Source: an optimization exercise on an open RTL-to-GDS flow (aim: small area). Production flows keep margins and buffers that such runs may drop. The RTL was checked by simulation tests, not by an equivalence proof against the original design. Power and IR drop assume default switching activity.

## quartz
==> flow/design.v (excerpt) <==
module regfile_2r1w
#(
  parameter int DATA_W   = regfile_2r1w_pkg::DEF_DATA_W,
  parameter int DEPTH    = regfile_2r1w_pkg::DEF_DEPTH,
  parameter int ADDR_W   = regfile_2r1w_pkg::DEF_ADDR_W,
  parameter int ZERO_REG = 1
) (
  input  logic              clk,
  input  logic              reset,
  input  logic              mode,
  input  logic              write_enable,
  input  logic [ADDR_W-1:0] waddr,
  input  logic [DATA_W-1:0] wdata,
  input  logic              rd_en,
  input  logic [ADDR_W-1:0] raddr_a,
  input  logic [ADDR_W-1:0] raddr_b,
  output logic [DATA_W-1:0] rdata_a,
  output logic [DATA_W-1:0] rdata_b,
  output logic              rvalid,
  input  logic              clear_req,
  output logic              busy
);
For scale: ~4,400 cells after synthesis, roughly 1,100 flip-flops, ~120 I/O pins, ~42,000 um2 of cells after synthesis.
==> flow/config.mk <==
export PLATFORM = sky130hd
export DESIGN_NAME = regfile_2r1w
export DESIGN_NICKNAME = regfile_2r1w
export VERILOG_FILES = /design/flow/design.v
export SDC_FILE = /design/flow/constraint.sdc
export NUM_CORES = 4
export LEC_CHECK = 0
export CAP_MARGIN = 20
export CELL_PAD_IN_SITES_DETAIL_PLACEMENT = 1
export CELL_PAD_IN_SITES_GLOBAL_PLACEMENT = 2
export CORE_MARGIN = 2
export CORE_UTILIZATION = 30
export SLEW_MARGIN = 20
export SYNTH_HIERARCHICAL = 1
==> flow/constraint.sdc <==
create_clock -name core_clock -period 5.0 [get_ports {clk}]
set_input_delay 1.0000 -clock core_clock [delete_from_list [all_inputs] [get_ports {clk}]]
set_output_delay 1.0000 -clock core_clock [all_outputs]
set_load 0.01 [all_outputs]
run.sh (not shown) runs the stock make flow with config.mk's settings and CLKGATE_MAP_FILE= SYNTH_SCRIPT=/design/flow/synth_recipe.tcl, a recipe that flattens the netlist after the stock synthesis.
Changes in ember relative to quartz:
- SLEW_MARGIN now 5, was 20
- CAP_MARGIN now 5, was 20
- CORE_UTILIZATION now 62, was 30
==> flow/flow/run.sh (new file) <==
#!/bin/bash
# The standard layout (the standard.sh, unchanged synthesis), with two
# placement/CTS options passed to ORFS through its own variables:
#  - port buffers use the smallest buffer cell instead of the default pick;
#  - clock tree synthesis with small clock buffers and no dummy loads.
set -euo pipefail
export BUFFER_PORTS_ARGS="-buffer_cell sky130_fd_sc_hd__buf_1"
export CTS_ARGS="-sink_clustering_enable -repair_clock_nets -buf_list {sky130_fd_sc_hd__clkbuf_4 sky130_fd_sc_hd__clkbuf_8} -dont_use_dummy_load -sink_clustering_size 16 -sink_clustering_max_diameter 60"
bash standard.sh > standard_flow.log 2>&1
==> flow/standard.sh (new file) <==
#!/bin/bash
# synth_recipe.tcl (not shown) runs the flow's synth.tcl, then flattens the netlist and writes it again
# the make line also repeats each setting of config.mk as NAME=value (left out here)
make -C /OpenROAD-flow-scripts/flow DESIGN_CONFIG=/design/flow/config.mk WORK_HOME=/design/flow/orfs CLKGATE_MAP_FILE= SYNTH_SCRIPT=/design/flow/synth_recipe.tcl "${@:-finish}"
removed: flow/run.sh
### Flow results
- ember never completed, since it errored out during global placement without I/O (3_1_place_gp_skip_io).
- The sequential cell area fraction in the yosys report on ember is in line with that on quartz.
- ember ends up with a initial cell density of the core that is 32 points higher than in quartz.
- Cmp quartz and ember / height of the chip / lower: ember
- Against quartz, ember comes in 41 lower on total number of placement rows.
- As far as number of enable-type register cells in the synthesized netlist goes, quartz and ember are indistinguishable; the numbers are identical.
Input changes introduced in amber (baseline for comparison: ember):
- CORE_UTILIZATION now 50, was 62
--- a/flow/flow/run.sh
+++ b/flow/flow/run.sh
@@ -6,4 +6,4 @@
 set -euo pipefail
 export BUFFER_PORTS_ARGS="-buffer_cell sky130_fd_sc_hd__buf_1"
-export CTS_ARGS="-sink_clustering_enable -repair_clock_nets -buf_list {sky130_fd_sc_hd__clkbuf_4 sky130_fd_sc_hd__clkbuf_8} -dont_use_dummy_load -sink_clustering_size 16 -sink_clustering_max_diameter 60"
+export CTS_ARGS="-sink_clustering_enable -repair_clock_nets -buf_list {sky130_fd_sc_hd__clkbuf_4 sky130_fd_sc_hd__clkbuf_8} -dont_use_dummy_load -sink_clustering_size 18 -sink_clustering_max_diameter 65"
 bash standard.sh > standard_flow.log 2>&1
--- outcome ---
- The flop and latch count out of synthesis on amber is in line with that on ember.
- Of ember and amber, only ember never reached the final stage.
- Summary of amber over ember: die span in y went up by 29 um, initial standard-cell utilization of the core went down by 12 points.
What pepper does differently from amber at the input level:
- changing CAP_MARGIN from 5 to 20
- changing SLEW_MARGIN from 5 to 20
--- a/flow/flow/run.sh
+++ b/flow/flow/run.sh
@@ -6,4 +6,4 @@
 set -euo pipefail
 export BUFFER_PORTS_ARGS="-buffer_cell sky130_fd_sc_hd__buf_1"
-export CTS_ARGS="-sink_clustering_enable -repair_clock_nets -buf_list {sky130_fd_sc_hd__clkbuf_4 sky130_fd_sc_hd__clkbuf_8} -dont_use_dummy_load -sink_clustering_size 18 -sink_clustering_max_diameter 65"
+export CTS_ARGS="-sink_clustering_enable -repair_clock_nets -buf_list {sky130_fd_sc_hd__clkbuf_4 sky130_fd_sc_hd__clkbuf_8} -dont_use_dummy_load"
 bash standard.sh > standard_flow.log 2>&1
Route | pepper vs amber | wire longer in pepper. Re first-iteration DRC count: pepper is 239 up on amber. Compared with amber, pepper shows a higher global-route usage. amber -> pepper: number of global-route vias before repair increased by a few percent. Against amber, pepper reports a data arrival time of the worst path that is higher. Setup slack | pepper above amber.

regfile_2r1w again, from the RTL that the note above started with.
clock: 5.0 ns
lec_check: 0
cap_margin: 5
cell_pad_in_sites_detail_placement: 0
cell_pad_in_sites_global_placement: 1
core_margin: 2
core_utilization: 58
slew_margin: 5
synth_hierarchical: 1
standard.sh (not shown) runs the stock make flow with config.mk's settings and CLKGATE_MAP_FILE= SYNTH_SCRIPT=/design/flow/synth_recipe.tcl, a recipe that flattens the netlist after the stock synthesis.
==> flow/flow/run.sh <==
#!/bin/bash
# The standard layout (the standard.sh, unchanged synthesis), with two
# placement/CTS options passed to ORFS through its own variables:
#  - port buffers use the smallest buffer cell instead of the default pick;
#  - clock tree synthesis with small clock buffers and no dummy loads.
set -euo pipefail
export BUFFER_PORTS_ARGS="-buffer_cell sky130_fd_sc_hd__buf_1"
export CTS_ARGS="-sink_clustering_enable -repair_clock_nets -buf_list {sky130_fd_sc_hd__clkbuf_4 sky130_fd_sc_hd__clkbuf_8} -dont_use_dummy_load -sink_clustering_size 18 -sink_clustering_max_diameter 65"
bash standard.sh > standard_flow.log 2>&1
Change:
==> flow/run.sh (new file) <==
#!/bin/bash
# synth_recipe.tcl (not shown) runs the flow's synth.tcl, then flattens the netlist and writes it again
# the make line also repeats each setting of config.mk as NAME=value (left out here)
make -C /OpenROAD-flow-scripts/flow DESIGN_CONFIG=/design/flow/config.mk WORK_HOME=/design/flow/orfs CLKGATE_MAP_FILE= SYNTH_SCRIPT=/design/flow/synth_recipe.tcl finish
==> flow/config.mk (replaced) <==
export PLATFORM = sky130hd
export DESIGN_NAME = regfile_2r1w
export DESIGN_NICKNAME = regfile_2r1w
export VERILOG_FILES = /design/flow/design.v
export SDC_FILE = /design/flow/constraint.sdc
export NUM_CORES = 4
export LEC_CHECK = 0
export CAP_MARGIN = 20
export CELL_PAD_IN_SITES_DETAIL_PLACEMENT = 1
export CELL_PAD_IN_SITES_GLOBAL_PLACEMENT = 2
export CORE_MARGIN = 2
export CORE_UTILIZATION = 50
export CTS_BUF_LIST = sky130_fd_sc_hd__clkbuf_4 sky130_fd_sc_hd__clkbuf_8
export SLEW_MARGIN = 20
export SYNTH_HIERARCHICAL = 1
removed: flow/flow/run.sh
removed: flow/standard.sh
Outcome:
- The changed run went through all stages and came out clean
- clock skew is lower by 0.0072 ns
- global-route usage came out lower by 1.0 points
- worst hold slack is better by 0.12 ns
- design area is higher by 9.3%
- total power rises by 31%
- die area rises by about 16%
- synthesized cell count is unchanged
Change:
==> flow/flow/run.sh (new file) <==
#!/bin/bash
# The standard layout (the standard.sh, unchanged synthesis), with two
# placement/CTS options passed to ORFS through its own variables:
#  - port buffers use the smallest buffer cell instead of the default pick;
#  - clock tree synthesis with small clock buffers and no dummy loads.
set -euo pipefail
export BUFFER_PORTS_ARGS="-buffer_cell sky130_fd_sc_hd__buf_1"
export CTS_ARGS="-sink_clustering_enable -repair_clock_nets -buf_list {sky130_fd_sc_hd__clkbuf_4 sky130_fd_sc_hd__clkbuf_8} -dont_use_dummy_load -sink_clustering_size 16 -sink_clustering_max_diameter 60"
bash standard.sh > standard_flow.log 2>&1
==> flow/standard.sh (new file) <==
#!/bin/bash
# synth_recipe.tcl (not shown) runs the flow's synth.tcl, then flattens the netlist and writes it again
# the make line also repeats each setting of config.mk as NAME=value (left out here)
make -C /OpenROAD-flow-scripts/flow DESIGN_CONFIG=/design/flow/config.mk WORK_HOME=/design/flow/orfs CLKGATE_MAP_FILE= SYNTH_SCRIPT=/design/flow/synth_recipe.tcl "${@:-finish}"
==> flow/config.mk (replaced) <==
export PLATFORM = sky130hd
export DESIGN_NAME = regfile_2r1w
export DESIGN_NICKNAME = regfile_2r1w
export VERILOG_FILES = /design/flow/design.v
export SDC_FILE = /design/flow/constraint.sdc
export NUM_CORES = 4
export LEC_CHECK = 0
export CAP_MARGIN = 5
export CELL_PAD_IN_SITES_DETAIL_PLACEMENT = 1
export CELL_PAD_IN_SITES_GLOBAL_PLACEMENT = 2
export CORE_MARGIN = 2
export CORE_UTILIZATION = 50
export SLEW_MARGIN = 5
export SYNTH_HIERARCHICAL = 1
removed: flow/run.sh
Area after synthesis does not change.
Flip-flop and latch count does not change.
Routed wire length increases by 0.90%.
Change:
--- a/flow/config.mk
+++ b/flow/config.mk
@@ -7,8 +7,8 @@
 export LEC_CHECK = 0
 export CAP_MARGIN = 5
-export CELL_PAD_IN_SITES_DETAIL_PLACEMENT = 1
-export CELL_PAD_IN_SITES_GLOBAL_PLACEMENT = 2
+export CELL_PAD_IN_SITES_DETAIL_PLACEMENT = 0
+export CELL_PAD_IN_SITES_GLOBAL_PLACEMENT = 1
 export CORE_MARGIN = 2
-export CORE_UTILIZATION = 50
+export CORE_UTILIZATION = 58
 export SLEW_MARGIN = 5
 export SYNTH_HIERARCHICAL = 1
Hold slack improved by 0.016 ns. Routed wire length came out lower by 12%. Clock skew climbs by 0.023 ns. Power fell by 1.9%. Die area is lower by 14%. Area after synthesis does not change. Non-clock buffer count falls by 2. Count of clock-buffer cells in the layout came out lower by 7. Final cell count goes down by 2.3%. Synthesized cell count is unchanged. Setup slack loses 0.38 ns.

-- static timing again, ports no longer ideal --
How much do the figures lean on ideal ports? The routed layouts below were timed once more, with nothing changed but the port constraints. Step 1 sets driving cells, clkbuf_16 on the clock port and buf_2 on the other inputs (assumed; they add their load-dependent delay and slew). Step 2 times the ports against the registers' clock, not the clock port: input delays grow and output delays shrink by t, the midpoint of the rising clock arrivals with the driver on. a / b / c = ideal ports / drivers / drivers and shift; a / b = the first two.
run | shift t [ns] | slack for setup (ns) | clock arrival spread, ns | slew at the worst register clock pin (ns)
quartz | 0.837 | 1.007 / 1.054 / 0.218 | 0.027 / 0.027 | 0.06 / 0.06
amber | 0.804 | 1.134 / 1.134 / 0.358 | 0.061 / 0.061 | 0.12 / 0.12
pepper | 0.930 | 1.180 / 1.180 / 0.411 | 0.070 / 0.071 | 0.06 / 0.06
the first run of note 2 | 0.765 | 0.775 / 0.775 / 0.510 | 0.058 / 0.058 | 0.12 / 0.12
the second run of note 2 | 0.934 | 1.219 / 1.264 / 0.330 | 0.053 / 0.053 | 0.07 / 0.07
the third run of note 2 | 0.825 | 1.190 / 1.190 / 0.426 | 0.058 / 0.057 | 0.11 / 0.11
the fourth run of note 2 | 0.779 | 0.809 / 0.809 / 0.474 | 0.070 / 0.069 | 0.12 / 0.12
After both steps every run listed still meets setup and hold. The setup slack of the second run of note 2, which loses most, moves by +0.045 ns with the drivers and by -0.889 ns with both steps.
